This is an optimization exercise on Yosys and OpenROAD, whose aim is small area, a short achievable clock period and few clock cycles per item, not a production implementation. In this exercise RTL edits were held to simulation tests only and were not proved equivalent to the original. The clock port is modelled as an ideal driver; clocking choices that lean on that would not hold on a real chip. Power and IR drop assume default switching activity.

Setup of v59:
==> flow/design.v (excerpt) <==
module neurona_mac #(
    parameter int Signo     = 1,
    parameter int Magnitud  = 7,
    parameter int Precision = 24,
    parameter int Width     = Signo + Magnitud + Precision,
    parameter int NEntradas = 4
) (
    input  logic             CLK,
    input  logic             RST,
    input  logic             Inicio,
    input  logic [Width-1:0] Sesgo,
    input  logic             EntradaValida,
    input  logic [Width-1:0] Entrada,
    input  logic [Width-1:0] Peso,
    output logic             Ocupado,
    output logic             Listo,
    output logic [Width-1:0] Salida,
    output logic             Error
);
    logic       ocupado_q, libre_q, listo_q;
    logic [2:0] cuenta_q;
    logic       v1_q, l1_q, v2_q, l2_q;
    logic       acepta, toma, fin;
    assign acepta = Inicio && libre_q;
    assign toma   = !libre_q && EntradaValida && !cuenta_q[2];
    assign fin    = v2_q && l2_q;
    always_ff @(posedge CLK or posedge RST) begin
        if (RST) libre_q <= 1'b1;
        else     libre_q <= !(acepta || (!libre_q && !fin));
    end
    always_ff @(posedge CLK or posedge RST) begin
        if (RST) begin
            ocupado_q <= 1'b0;
            listo_q   <= 1'b0;
            cuenta_q  <= 3'd0;
            v1_q      <= 1'b0;
            l1_q      <= 1'b0;
            v2_q      <= 1'b0;
            l2_q      <= 1'b0;
        end else begin
            ocupado_q <= acepta || (!libre_q && !fin);
            listo_q   <= fin;
            if (libre_q) cuenta_q <= 3'd0;
            else if (toma) cuenta_q <= cuenta_q + 3'd1;
            v1_q <= toma;
            l1_q <= toma && (cuenta_q == 3'(NEntradas - 1));
            v2_q <= v1_q;
            l2_q <= l1_q;
        end
    end
    logic [31:0] e1_q;
    logic        sg1_q;
    logic [15:0] one1_q, two1_q, neg1_q;
    logic [32:0] wx;
    logic [15:0] one_d, two_d;
    assign wx = {Peso, 1'b0};
    always_comb begin
  ...
Settings: LEC_CHECK=0, CAP_MARGIN=20, CORE_MARGIN=2, CORE_UTILIZATION=40, SLEW_MARGIN=20, SYNTH_HIERARCHICAL=1, TNS_END_PERCENT=0; clock period 13.5 ns.
standard.sh (not shown) runs the stock make flow with config.mk's settings and CLKGATE_MAP_FILE= SYNTH_SCRIPT=/design/flow/synth_recipe.tcl, a recipe that flattens the netlist after the stock synthesis.
==> flow/flow/run.sh <==
#!/bin/bash
set -euo pipefail
MARGIN=$(cat flow/margin.txt)
bash standard.sh SETUP_SLACK_MARGIN=$MARGIN finish > orfs_make.log 2>&1
==> flow/flow/margin.txt <==
9.7
Testbench counts of v59, summed over its fixed seeds: cycles 3,584, items 512.
> inputs changed (v59 -> v47)
==> flow/flow/run.sh <==
#!/bin/bash
set -euo pipefail
MARGIN=$(cat flow/margin.txt)
bash standard.sh SETUP_SLACK_MARGIN=$MARGIN \
  "BUFFER_PORTS_ARGS=-buffer_cell sky130_fd_sc_hd__buf_4" \
  MATCH_CELL_FOOTPRINT=0 finish > orfs_make.log 2>&1
## What came out
Compared v47 against v59; leakage power figure within noise.
Compared to v59, v47 has clock group share of total power 0.8 points higher.
v47 has sequential share of power above what v59 had.
In the reports for v59 and v47, the larger overall power consumption belongs to v59.
[compare] base=v59 new=v47: first-pass GRT wire length held, combinational gate power went down.
From v59 to v47 the numbers moved as follows: number of standard cells in the final layout excluding fillers has decreased, total of fill cells in the finished design went up.
Summary of the comparison: worst setup slack is lower in v47, relative to v59.
Looking at v59 and v47, the I/O pin total is a wash.
Input changes introduced in v43 (baseline for comparison: v47):
Settings: putting ABC_AREA at 1 where nothing was set.
==> flow/flow/run.sh <==
#!/bin/bash
set -euo pipefail
MARGIN=$(cat flow/margin.txt)
bash standard.sh SETUP_SLACK_MARGIN=$MARGIN finish > orfs_make.log 2>&1
Notes after the runs:
Compared v43 vs v47, and clock network fraction of design power is down in v43. Summary of v43 over v47: final critical delay including setup and external delays -0.31 ns; worst setup margin +0.31 ns. v43 vs v47 — part of the total power dissipated in combinational logic rose 34 points. | highest fanout seen on the critical path | higher: v47 |.
Changes in v20 relative to v43:
Settings: an added CTS_CLUSTER_DIAMETER of 100; a deleted ABC_AREA that had been 1; an added CTS_CLUSTER_SIZE of 30.
==> run notes <==
- Slowest cell on the critical path: dfxtp_2 -> v20, dfrtp_1 -> v43
- Changes observed in v20 relative to v43: area fraction in and, or, nand and nor cells after synthesis now sits lower; setup slack after placement now smaller; final instance area fell by about 6%; layout overhead on the synthesized area went down 2.3 points; cell area after synthesis decreased about 4%.
## Diff of input files: v18 against v20
Settings: TNS_END_PERCENT changed from 0 to 10; CTS_CLUSTER_DIAMETER removed (was 100); CTS_CLUSTER_SIZE removed (was 30).
==> flow/flow/run.sh <==
#!/bin/bash
set -euo pipefail
MARGIN=$(cat flow/margin.txt)
bash standard.sh SETUP_SLACK_MARGIN=$MARGIN \
  "BUFFER_PORTS_ARGS=-buffer_cell sky130_fd_sc_hd__buf_4" \
  finish > orfs_make.log 2>&1
==> comparison <==
Relative to v20, the cell area after placement of v18 is lower by 1.1%.
v18: flow completed, timing, DRC and antenna clean
Going from v20 to v18, the total global routing track utilization was found to have gone up by 0.37 points.
The run with more routed wire is v18, not v20.
v20 → v18: non-clock inverter count in the final layout saw little to no change, register share of the cell area has decreased, worst setup slack increased by 0.033 ns relative to the old numbers.
Per the comparison of v18 with v20, growth of design area from synthesis to finish increased 4.1 points, clock network power share increased 9.4 points, tightest hold margin decreased 0.014 ns.

Another version of the RTL of neurona_mac (not shown whole).
Size in the first run: ~290 flip-flops, about 140 I/O pins.
export LEC_CHECK = 0
export CAP_MARGIN = 20
export CORE_MARGIN = 2
export CORE_UTILIZATION = 40
export SLEW_MARGIN = 20
export SYNTH_HIERARCHICAL = 1
export TNS_END_PERCENT = 0
create_clock -name core_clock -period 13.5 [get_ports {CLK}]
==> flow/flow/run.sh <==
#!/bin/bash
set -euo pipefail
MARGIN=$(cat flow/margin.txt)
bash standard.sh SETUP_SLACK_MARGIN=$MARGIN \
  "BUFFER_PORTS_ARGS=-buffer_cell sky130_fd_sc_hd__buf_1" \
  finish > orfs_make.log 2>&1
==> flow/flow/margin.txt <==
9.9
The starting point finished clean.
Testbench counts at the start, summed over its fixed seeds: cycles 3,584, items 512.
Rerun with:
==> flow/flow/margin.txt (replaced) <==
9.7
What happened: Setup slack improved by 0.085 ns. Critical path depth stays the same. Design area hardly moves.
Rerun with:
--- a/flow/flow/run.sh
+++ b/flow/flow/run.sh
@@ -5,2 +5,3 @@
   "BUFFER_PORTS_ARGS=-buffer_cell sky130_fd_sc_hd__buf_1" \
+  "POST_CTS_TCL=$PWD/flow/post_cts.tcl" \
   finish > orfs_make.log 2>&1
==> flow/flow/post_cts.tcl (new file) <==
# Extra setup repair after CTS: the same margin as the flow's own repair, with more passes,
# then legalize the placement again.
log_cmd repair_timing -setup -setup_margin $::env(SETUP_SLACK_MARGIN) -repair_tns 0 \
  -max_passes 200 -max_iterations 2000 -match_cell_footprint -verbose
log_cmd detailed_placement
check_placement -verbose
The new run passed the timing, DRC and antenna checks. Utilization does not change. Sequential share of layout area is unchanged. Clock power hardly moves. Global-route usage is unchanged. Worst setup slack stays the same. Synthesized cell count is unchanged.

Another version of the RTL of neurona_mac (not shown whole).
Size: ~290 flip-flops.
==> flow/config.mk <==
export PLATFORM = sky130hd
export DESIGN_NAME = neurona_mac
export DESIGN_NICKNAME = neurona_mac
export VERILOG_FILES = /design/flow/design.v
export SDC_FILE = /design/flow/constraint.sdc
export NUM_CORES = 4
export LEC_CHECK = 0
export CAP_MARGIN = 20
export CORE_MARGIN = 2
export CORE_UTILIZATION = 40
export SLEW_MARGIN = 20
export SYNTH_HIERARCHICAL = 1
export TNS_END_PERCENT = 0
==> flow/constraint.sdc <==
create_clock -name core_clock -period 13.5 [get_ports {CLK}]
set_input_delay 2.7000 -clock core_clock [delete_from_list [all_inputs] [get_ports {CLK}]]
set_output_delay 2.7000 -clock core_clock [all_outputs]
set_load 0.01 [all_outputs]
==> flow/flow/run.sh <==
#!/bin/bash
set -euo pipefail
MARGIN=$(cat flow/margin.txt)
bash standard.sh SETUP_SLACK_MARGIN=$MARGIN \
  "BUFFER_PORTS_ARGS=-buffer_cell sky130_fd_sc_hd__buf_2" \
  finish > orfs_make.log 2>&1
==> flow/flow/margin.txt <==
9.7
Testbench counts at the start, summed over its fixed seeds: cycles 3,584, items 512.
Change:
--- a/flow/flow/run.sh
+++ b/flow/flow/run.sh
@@ -5 +5 @@
-  "BUFFER_PORTS_ARGS=-buffer_cell sky130_fd_sc_hd__buf_2" \
+  "BUFFER_PORTS_ARGS=-buffer_cell sky130_fd_sc_hd__buf_1" \
==> flow/flow/margin.txt (replaced) <==
9.5
Effect: Clock skew increases by 0.018 ns; synthesized cell count does not change; cell count shrinks by 0.36%; die area is unchanged; global-route usage grows by 0.18 points; first-iteration DRC count came out higher by about 3.4%; total power goes down by about 3.4%; design area decreases by about 1.2%; non-clock buffer count is lower by 11; setup slack gets worse by 0.14 ns; worst hold slack degrades by 0.0042 ns.

Another version of the RTL of neurona_mac (not shown whole).
For scale: roughly 3100 cells after synthesis, about 320 flip-flops, roughly 140 I/O pins, roughly 0.032 mm2 of cells after synthesis.
clock: 13.5 ns
lec_check: 0
cap_margin: 20
core_margin: 2
core_utilization: 40
slew_margin: 20
synth_hierarchical: 1
tns_end_percent: 20
==> flow/flow/run.sh <==
#!/bin/bash
set -euo pipefail
MARGIN=$(cat flow/margin.txt)
bash standard.sh SETUP_SLACK_MARGIN=$MARGIN \
  "BUFFER_PORTS_ARGS=-buffer_cell sky130_fd_sc_hd__buf_4" \
  finish > orfs_make.log 2>&1
==> flow/flow/margin.txt <==
9.7
The baseline ran to the end with no violations.
Testbench counts at the start, summed over its fixed seeds: cycles 3,584, items 512.
Rerun with:
--- a/flow/config.mk
+++ b/flow/config.mk
@@ -13 +13 @@
-export TNS_END_PERCENT = 20
+export TNS_END_PERCENT = 5
After rerunning:
- clock skew drops by 0.0066 ns
- count of clock-buffer cells in the layout does not change
- via count drops slightly
- utilization drops by 0.85 points
- synthesized cell count is unchanged
Rerun with:
--- a/flow/config.mk
+++ b/flow/config.mk
@@ -13 +13 @@
-export TNS_END_PERCENT = 5
+export TNS_END_PERCENT = 0
Sequential power hardly moves.
Via count barely changes.
Worst setup slack gets better by 0.0094 ns.
Worst hold slack is about the same.
Core utilization drops by 0.32 points.
Wire length goes down slightly.
Design area decreases slightly.
Fmax barely changes.
Critical path depth does not change.
Global-route usage stays flat.

[afterwards: timing with drivers on the ports]
How much do the figures lean on ideal ports? The routed layouts below were timed once more, with nothing changed but the port constraints.
Step 1: set_driving_cell puts a clkbuf_16 on CLK and a buf_2 on each other input, an assumption about the parent block.
Step 2 adds t to the input delays and takes it off the output delays; t is the mean of the earliest and latest rising clock arrival at the registers after step 1. Input paths then give back, and output paths get back, about the clock's delay inside the block.
Three values: ideal ports, drivers, drivers and shift; two values: the first two.
run | t (ns) | setup slack, ns | hold WS [ns]
v59 | 0.637 | 9.486 / 9.464 / 8.939 | 0.349 / 0.349 / 0.349
v47 | 0.643 | 9.313 / 9.313 / 9.015 | 0.345 / 0.345 / 0.345
v43 | 0.643 | 9.624 / 9.558 / 9.091 | 0.354 / 0.354 / 0.354
v20 | 0.628 | 9.435 / 9.435 / 8.900 | 0.358 / 0.358 / 0.358
v18 | 0.647 | 9.468 / 9.468 / 9.014 | 0.345 / 0.345 / 0.345
the first run of note 2 | 0.624 | 9.505 / 9.505 / 9.112 | 0.335 / 0.335 / 0.335
the second run of note 2 | 0.624 | 9.589 / 9.585 / 9.090 | 0.332 / 0.332 / 0.332
the third run of note 2 | 0.624 | 9.589 / 9.585 / 9.090 | 0.332 / 0.332 / 0.332
the first run of note 3 | 0.629 | 9.548 / 9.548 / 9.016 | 0.353 / 0.353 / 0.353
the second run of note 3 | 0.627 | 9.407 / 9.407 / 8.956 | 0.349 / 0.349 / 0.349
the first run of note 4 | 0.653 | 9.289 / 9.289 / 8.795 | 0.347 / 0.347 / 0.347
the second run of note 4 | 0.640 | 9.271 / 9.271 / 8.780 | 0.339 / 0.339 / 0.339
the third run of note 4 | 0.639 | 9.280 / 9.280 / 8.782 | 0.339 / 0.339 / 0.339
After both steps every run listed still meets setup and hold. The setup slack of v59, which loses most, moves by -0.022 ns with the drivers and by -0.547 ns with both steps.
